This design comes from an exercise in tuning for small area on the open sky130 flow, not from production work. In this exercise RTL edits were held to simulation tests only and were not proved equivalent to the original. Power is estimated from default activity; no workload was simulated. The clock port is modelled as an ideal driver; clocking choices that lean on that would not hold on a real chip.

==> flow/design.v (excerpt) <==
module data_memory #(
  parameter int DEPTH = 64
) (
  input  logic        clk,
  input  logic        rst_n,
  input  logic        mwr,
  input  logic [31:0] addr,
  input  logic [31:0] wd,
  output logic [31:0] rd
);
Size: about 5700 cells after synthesis, about 99 I/O pins.
==> flow/config.mk <==
export PLATFORM = sky130hd
export DESIGN_NAME = data_memory
export DESIGN_NICKNAME = data_memory
export VERILOG_FILES = /design/flow/design.v
export SDC_FILE = /design/flow/constraint.sdc
export NUM_CORES = 4
export LEC_CHECK = 0
export CAP_MARGIN = 20
export CORE_MARGIN = 2
export CORE_UTILIZATION = 55
export PLACE_DENSITY = 0.8
export SETUP_SLACK_MARGIN = 0.2
export SLEW_MARGIN = 20
==> flow/constraint.sdc <==
create_clock -name core_clock -period 7.5 [get_ports {clk}]
set_input_delay 1.5000 -clock core_clock [delete_from_list [all_inputs] [get_ports {clk}]]
set_output_delay 1.5000 -clock core_clock [all_outputs]
set_load 0.01 [all_outputs]
standard.sh (not shown) runs the stock make flow with config.mk's settings and CLKGATE_MAP_FILE= SYNTH_SCRIPT=/design/flow/synth_recipe.tcl, a recipe that flattens the netlist after the stock synthesis.
==> flow/flow/run.sh <==
#!/bin/bash
# Layout of data_memory with a hand-built gate netlist around the standard
# synthesis's registers: standard synthesis, then flow/gen_netlist.py rewrites
# the logic between the registers (same register names and cell types), then
# the standard layout from floorplan to finish.
set -euo pipefail
R=orfs/results/${FLOW_PLATFORM}/data_memory/base
bash standard.sh synth > standard_synth.log 2>&1
cp "$R/1_2_yosys.v" standard_1_2_yosys.v
python3 flow/gen_netlist.py standard_1_2_yosys.v hand_netlist.v > gen_netlist.log 2>&1
cp hand_netlist.v "$R/1_2_yosys.v"
rm -f "$R/1_synth.odb" "$R/1_synth.sdc"
# Clock tree: no dummy loads, sink clusters of up to 30 on clkbuf_16.
export CTS_ARGS="-sink_clustering_enable -repair_clock_nets -dont_use_dummy_load -buf_list sky130_fd_sc_hd__clkbuf_16 -sink_clustering_size 30 -sink_clustering_max_diameter 100"
# Port buffers: the smallest buffer rather than the flow's default pick.
export BUFFER_PORTS_ARGS="-buffer_cell sky130_fd_sc_hd__buf_1"
bash standard.sh > standard_layout.log 2>&1
==> flow/flow/gen_netlist.py <==
#!/usr/bin/env python3
"""Writes the gate-level netlist of data_memory (64 x 32) with sky130hd cells.

usage: gen_netlist.py STANDARD_NETLIST OUT_NETLIST

The registers are those of the standard synthesis of rtl/data_memory.sv, with
the same instance names and cell types; the script checks that the standard
netlist holds exactly these and stops otherwise. The logic around them is
built here by hand:
  - in range: nor4 over addr[31:8], combined to two 'out of range' terms;
  - pend: set by the clear, cleared by each clock edge (D tied low);
  - address decode: predecoded lines for addr[4:2] and addr[7:5] (the
    latter also with the range and write terms folded in), one and2 per
    word for the write select, one and2 per word for the read select (the
    address alone) and one o21a per word for the hold term (not written and
    not pend), in drive strength 2 as each drives 32 gates;
  - each data bit: a22o (write ? wd : hold & q) in front of its flip-flop;
  - each read bit: a22oi over two words at a time, then nand4, nor4, and a
    last a21boi that also applies the range and pend terms.
"""
import re
import sys

W, B = 64, 32
C = "sky130_fd_sc_hd__"


def main():
    std, out = sys.argv[1], sys.argv[2]
    text = open(std).read()
    regs = {n: t for t, n in re.findall(r"\b" + C + r"(\w+)\s+\\(\S+)\s*\(", text)}
    regs = {n: t for n, t in regs.items() if "DFF" in n or t.startswith(("df", "edf", "sdf"))}
    want = {f"mem[{k}]$_DFF_P_": "dfxtp_1" for k in range(W * B)}
    pend_type = regs.get("pend$_DFF_PN1_", "")
    if pend_type.startswith("dfstp_"):
        want["pend$_DFF_PN1_"] = pend_type
    if regs != want:
        extra = sorted(set(regs.items()) - set(want.items()))[:5]
        missing = sorted(set(want.items()) - set(regs.items()))[:5]
        sys.exit(f"registers differ from the expected ones: extra {extra} missing {missing}")

    cells = []
    wires = []
    n = [0]

    def cell(typ, pins, name=None):
        n[0] += 1
        inst = name if name else f"g{n[0]}"
        conns = ", ".join(f".{p}({s})" for p, s in pins.items())
        cells.append(f"  {C}{typ} {inst} ({conns});")

    def wire(name):
        wires.append(name)
        return name

    # in range: r[g] = 1 when addr[8+4g +: 4] is all zero; oor0/oor1 = 1 when out of range
    r = []
    for g in range(6):
        s = wire(f"rz{g}")
        cell("nor4_1", dict(A=f"addr[{8+4*g}]", B=f"addr[{9+4*g}]", C=f"addr[{10+4*g}]",
                            D=f"addr[{11+4*g}]", Y=s))
        r.append(s)
    oor0, oor1 = wire("oor0"), wire("oor1")
    cell("nand3_1", dict(A=r[0], B=r[1], C=r[2], Y=oor0))
    cell("nand3_1", dict(A=r[3], B=r[4], C=r[5], Y=oor1))
    # pend, and its complement
    pend, npend, lo0 = wire("pend"), wire("npend"), wire("tie_lo")
    cell("conb_1", dict(LO=lo0))
    cell(pend_type, dict(CLK="clk", D=lo0, SET_B="rst_n", Q=pend), name="\\pend$_DFF_PN1_ ")
    cell("inv_2", dict(A=pend, Y=npend))
    # wgo: in range and write; rgo: in range and not pend (gates rd)
    wgo, rgo = wire("wgo"), wire("rgo")
    cell("nor3_1", dict(A=oor0, B=oor1, C="mwr", Y=wgo))
    cell("nor3_1", dict(A=oor0, B=oor1, C=pend, Y=rgo))
    # address bit complements
    an = {}
    for k in range(2, 8):
        an[k] = wire(f"an{k}")
        cell("inv_1", dict(A=f"addr[{k}]", Y=an[k]))

    def lit(k, v):
        return f"addr[{k}]" if v else an[k]

    # low predecode (active low): lon[j] = 0 when addr[4:2] == j
    lon = []
    for j in range(8):
        s = wire(f"lon{j}")
        cell("nand3_1", dict(A=lit(2, j & 1), B=lit(3, j >> 1 & 1), C=lit(4, j >> 2 & 1), Y=s))
        lon.append(s)
    # active-high predecodes
    lo_h = []
    for j in range(8):
        s = wire(f"lo{j}")
        cell("and3_1", dict(A=lit(2, j & 1), B=lit(3, j >> 1 & 1), C=lit(4, j >> 2 & 1), X=s))
        lo_h.append(s)
    hw_h, hr_h = [], []
    for j in range(8):
        s = wire(f"hw{j}")
        cell("and4_1", dict(A=lit(5, j & 1), B=lit(6, j >> 1 & 1), C=lit(7, j >> 2 & 1), D=wgo, X=s))
        hw_h.append(s)
        s = wire(f"hr{j}")
        cell("and3_1", dict(A=lit(5, j & 1), B=lit(6, j >> 1 & 1), C=lit(7, j >> 2 & 1), X=s))
        hr_h.append(s)
    # high predecode (active low) of the write term, for the hold terms
    hwn = []
    for j in range(8):
        s = wire(f"hwn{j}")
        cell("nand4_1", dict(A=lit(5, j & 1), B=lit(6, j >> 1 & 1), C=lit(7, j >> 2 & 1), D=wgo, Y=s))
        hwn.append(s)

    we, hold, rsel = [], [], []
    for i in range(W):
        lo, hi = i % 8, i // 8
        w = wire(f"we{i}")
        cell("and2_2", dict(A=lo_h[lo], B=hw_h[hi], X=w))
        h = wire(f"hold{i}")
        cell("o21a_2", dict(A1=lon[lo], A2=hwn[hi], B1=npend, X=h))
        rs = wire(f"rsel{i}")
        cell("and2_2", dict(A=lo_h[lo], B=hr_h[hi], X=rs))
        we.append(w); hold.append(h); rsel.append(rs)

    # data bits
    mq = {}
    for i in range(W):
        for b in range(B):
            k = i * B + b
            q = wire(f"mq{i}_{b}")
            d = wire(f"md{i}_{b}")
            cell("dfxtp_1", dict(CLK="clk", D=d, Q=q), name=f"\\mem[{k}]$_DFF_P_ ")
            cell("a22o_1", dict(A1=we[i], A2=f"wd[{b}]", B1=hold[i], B2=q, X=d))
            mq[i, b] = q

    # read: a22oi over two words at a time, then nand4, nor4, nand2. (The
    # netlist is also simulated with Verilator: a222oi cells, three words at
    # a time, make its C++ build run for many minutes.)
    for b in range(B):
        low = []
        for g in range(32):
            s = wire(f"rn{b}_{g}")
            i = 2 * g
            cell("a22oi_1", dict(A1=rsel[i], A2=mq[i, b], B1=rsel[i+1], B2=mq[i+1, b], Y=s))
            low.append(s)
        hi = []
        for g in range(8):
            s = wire(f"ry{b}_{g}")
            cell("nand4_1", dict(A=low[4*g], B=low[4*g+1], C=low[4*g+2], D=low[4*g+3], Y=s))
            hi.append(s)
        z0, z1 = wire(f"rz{b}_0"), wire(f"rz{b}_1")
        cell("nor4_1", dict(A=hi[0], B=hi[1], C=hi[2], D=hi[3], Y=z0))
        cell("nor4_1", dict(A=hi[4], B=hi[5], C=hi[6], D=hi[7], Y=z1))
        cell("a21boi_0", dict(A1=z0, A2=z1, B1_N=rgo, Y=f"rd[{b}]"))

    with open(out, "w") as f:
        f.write("module data_memory(clk, rst_n, mwr, addr, wd, rd);\n")
        f.write("  input clk;\n  input rst_n;\n  input mwr;\n  input [31:0] addr;\n"
                "  input [31:0] wd;\n  output [31:0] rd;\n")
        for w_ in wires:
            f.write(f"  wire {w_};\n")
        f.write("\n".join(cells) + "\n")
        f.write("endmodule\n")


if __name__ == "__main__":
    main()
Edit:
CAP_MARGIN = 5   (was 20)
PLACE_DENSITY = unset   (was 0.8)
SLEW_MARGIN = 5   (was 20)
=>
- The changed run passed the timing, design-rule and antenna checks
- final area rises by 0.41%
- worst hold slack barely changes
- setup slack is worse by 0.30 ns
- maximum frequency falls by 4.0%
- sequential power hardly moves
- routed wire length rises by 7.1%
- global-route usage rises by 2.8 points
- core utilization rises by 0.24 points
- clock skew rises by 0.012 ns
- via count falls by 1.2%
- register-to-register slack is about the same
Edit:
--- a/flow/flow/gen_netlist.py
+++ b/flow/flow/gen_netlist.py
@@ -16,6 +16,6 @@
     not pend), in drive strength 2 as each drives 32 gates;
   - each data bit: a22o (write ? wd : hold & q) in front of its flip-flop;
-  - each read bit: a22oi over two words at a time, then nand4, nor4, and a
-    last a21boi that also applies the range and pend terms.
+  - each read bit: a22oi over two words at a time, then nand4, or4, and a
+    last o21a that also applies the range and pend terms.
 """
 import re
@@ -131,5 +131,5 @@
             mq[i, b] = q
 
-    # read: a22oi over two words at a time, then nand4, nor4, nand2. (The
+    # read: a22oi over two words at a time, then nand4, or4, o21a. (The
     # netlist is also simulated with Verilator: a222oi cells, three words at
     # a time, make its C++ build run for many minutes.)
@@ -147,7 +147,7 @@
             hi.append(s)
         z0, z1 = wire(f"rz{b}_0"), wire(f"rz{b}_1")
-        cell("nor4_1", dict(A=hi[0], B=hi[1], C=hi[2], D=hi[3], Y=z0))
-        cell("nor4_1", dict(A=hi[4], B=hi[5], C=hi[6], D=hi[7], Y=z1))
-        cell("a21boi_0", dict(A1=z0, A2=z1, B1_N=rgo, Y=f"rd[{b}]"))
+        cell("or4_1", dict(A=hi[0], B=hi[1], C=hi[2], D=hi[3], X=z0))
+        cell("or4_1", dict(A=hi[4], B=hi[5], C=hi[6], D=hi[7], X=z1))
+        cell("o21a_1", dict(A1=z0, A2=z1, B1=rgo, X=f"rd[{b}]"))
 
     with open(out, "w") as f:
CAP_MARGIN = 20   (was 5)
PLACE_DENSITY = 0.8   (was unset)
SLEW_MARGIN = 20   (was 5)
After rerunning:
- cell area falls by 0.79%
- maximum frequency went up by 6.5%
- die area barely changes
- wire length goes down by 5.1%
- sequential cell count stays the same
- clock skew drops by 0.0059 ns
- first-iteration DRC count went up by 21%
- count of clock-buffer cells in the layout stays the same
Edit:
--- a/flow/flow/run.sh
+++ b/flow/flow/run.sh
@@ -12,5 +12,5 @@
 rm -f "$R/1_synth.odb" "$R/1_synth.sdc"
 # Clock tree: no dummy loads, sink clusters of up to 30 on clkbuf_16.
-export CTS_ARGS="-sink_clustering_enable -repair_clock_nets -dont_use_dummy_load -buf_list sky130_fd_sc_hd__clkbuf_16 -sink_clustering_size 30 -sink_clustering_max_diameter 100"
+export CTS_ARGS="-sink_clustering_enable -repair_clock_nets -dont_use_dummy_load -buf_list sky130_fd_sc_hd__clkbuf_16 -sink_clustering_size 30 -sink_clustering_max_diameter 80"
 # Port buffers: the smallest buffer rather than the flow's default pick.
 export BUFFER_PORTS_ARGS="-buffer_cell sky130_fd_sc_hd__buf_1"
--- a/flow/flow/gen_netlist.py
+++ b/flow/flow/gen_netlist.py
@@ -11,11 +11,10 @@
   - pend: set by the clear, cleared by each clock edge (D tied low);
   - address decode: predecoded lines for addr[4:2] and addr[7:5] (the
-    latter also with the range and write terms folded in), one and2 per
-    word for the write select, one and2 per word for the read select (the
-    address alone) and one o21a per word for the hold term (not written and
-    not pend), in drive strength 2 as each drives 32 gates;
+    latter with the range, write and pend terms folded in), one and2 per
+    word for the write select, one and2 per word for the read select and one
+    o21a per word for the hold term (not written and not pend), in drive
+    strength 2 as each drives 32 gates;
   - each data bit: a22o (write ? wd : hold & q) in front of its flip-flop;
-  - each read bit: a22oi over two words at a time, then nand4, or4, and a
-    last o21a that also applies the range and pend terms.
+  - each read bit: a22oi over two words at a time, then nand4, nor4, nand2.
 """
 import re
@@ -69,5 +68,5 @@
     cell(pend_type, dict(CLK="clk", D=lo0, SET_B="rst_n", Q=pend), name="\\pend$_DFF_PN1_ ")
     cell("inv_2", dict(A=pend, Y=npend))
-    # wgo: in range and write; rgo: in range and not pend (gates rd)
+    # wgo: in range and write; rgo: in range and not pend
     wgo, rgo = wire("wgo"), wire("rgo")
     cell("nor3_1", dict(A=oor0, B=oor1, C="mwr", Y=wgo))
@@ -100,5 +99,5 @@
         hw_h.append(s)
         s = wire(f"hr{j}")
-        cell("and3_1", dict(A=lit(5, j & 1), B=lit(6, j >> 1 & 1), C=lit(7, j >> 2 & 1), X=s))
+        cell("and4_1", dict(A=lit(5, j & 1), B=lit(6, j >> 1 & 1), C=lit(7, j >> 2 & 1), D=rgo, X=s))
         hr_h.append(s)
     # high predecode (active low) of the write term, for the hold terms
@@ -131,5 +130,5 @@
             mq[i, b] = q
 
-    # read: a22oi over two words at a time, then nand4, or4, o21a. (The
+    # read: a22oi over two words at a time, then nand4, nor4, nand2. (The
     # netlist is also simulated with Verilator: a222oi cells, three words at
     # a time, make its C++ build run for many minutes.)
@@ -147,7 +146,7 @@
             hi.append(s)
         z0, z1 = wire(f"rz{b}_0"), wire(f"rz{b}_1")
-        cell("or4_1", dict(A=hi[0], B=hi[1], C=hi[2], D=hi[3], X=z0))
-        cell("or4_1", dict(A=hi[4], B=hi[5], C=hi[6], D=hi[7], X=z1))
-        cell("o21a_1", dict(A1=z0, A2=z1, B1=rgo, X=f"rd[{b}]"))
+        cell("nor4_1", dict(A=hi[0], B=hi[1], C=hi[2], D=hi[3], Y=z0))
+        cell("nor4_1", dict(A=hi[4], B=hi[5], C=hi[6], D=hi[7], Y=z1))
+        cell("nand2_1", dict(A=z0, B=z1, Y=f"rd[{b}]"))
 
     with open(out, "w") as f:
CAP_MARGIN = 5   (was 20)
PLACE_DENSITY = unset   (was 0.8)
SLEW_MARGIN = 5   (was 20)
The changed run finished with timing, DRC and antenna clean.
Combinational power fell by 5.6%.
Worst hold slack gets worse by 0.0050 ns.
Sequential power stays flat.
Routed wire length rose by 4.9%.
Area after synthesis hardly moves.
Worst setup slack gets worse by 0.18 ns.
Power rose by 1.6%.
First-iteration DRC count fell by 20%.
Die area stays flat.

## static timing again, ports no longer ideal
No port has a modelled driver above. Below, the same layouts with a new extraction and two added sets of constraints.
Step 1 sets driving cells, clkbuf_16 on the clock port and buf_2 on the other inputs (assumed; they add their load-dependent delay and slew).
Step 2 also shifts input and output timing later by t, the mid clock arrival at the registers, as if the neighbouring blocks saw the same clock.
Three values: ideal, step 1, step 2; two values: the first two.
run	t (ns)	setup WS [ns]	hold WS [ns]	worst setup path at the end	cell pins on the clock port's net
the first run	0.795	0.475 / 0.371 / 0.371	0.478 / 0.478 / 0.478	input to output	1
the second run	0.784	0.180 / 0.034 / 0.034	0.478 / 0.478 / 0.478	input to output	1
the third run	0.796	0.625 / 0.518 / 0.518	0.482 / 0.482 / 0.482	input to output	1
the fourth run	0.808	0.449 / 0.316 / 0.316	0.477 / 0.477 / 0.477	input to output	1
After both steps setup and hold are still met in every run listed. The setup slack of the second run, which loses most, moves by -0.146 ns with the drivers and by -0.146 ns with both steps.
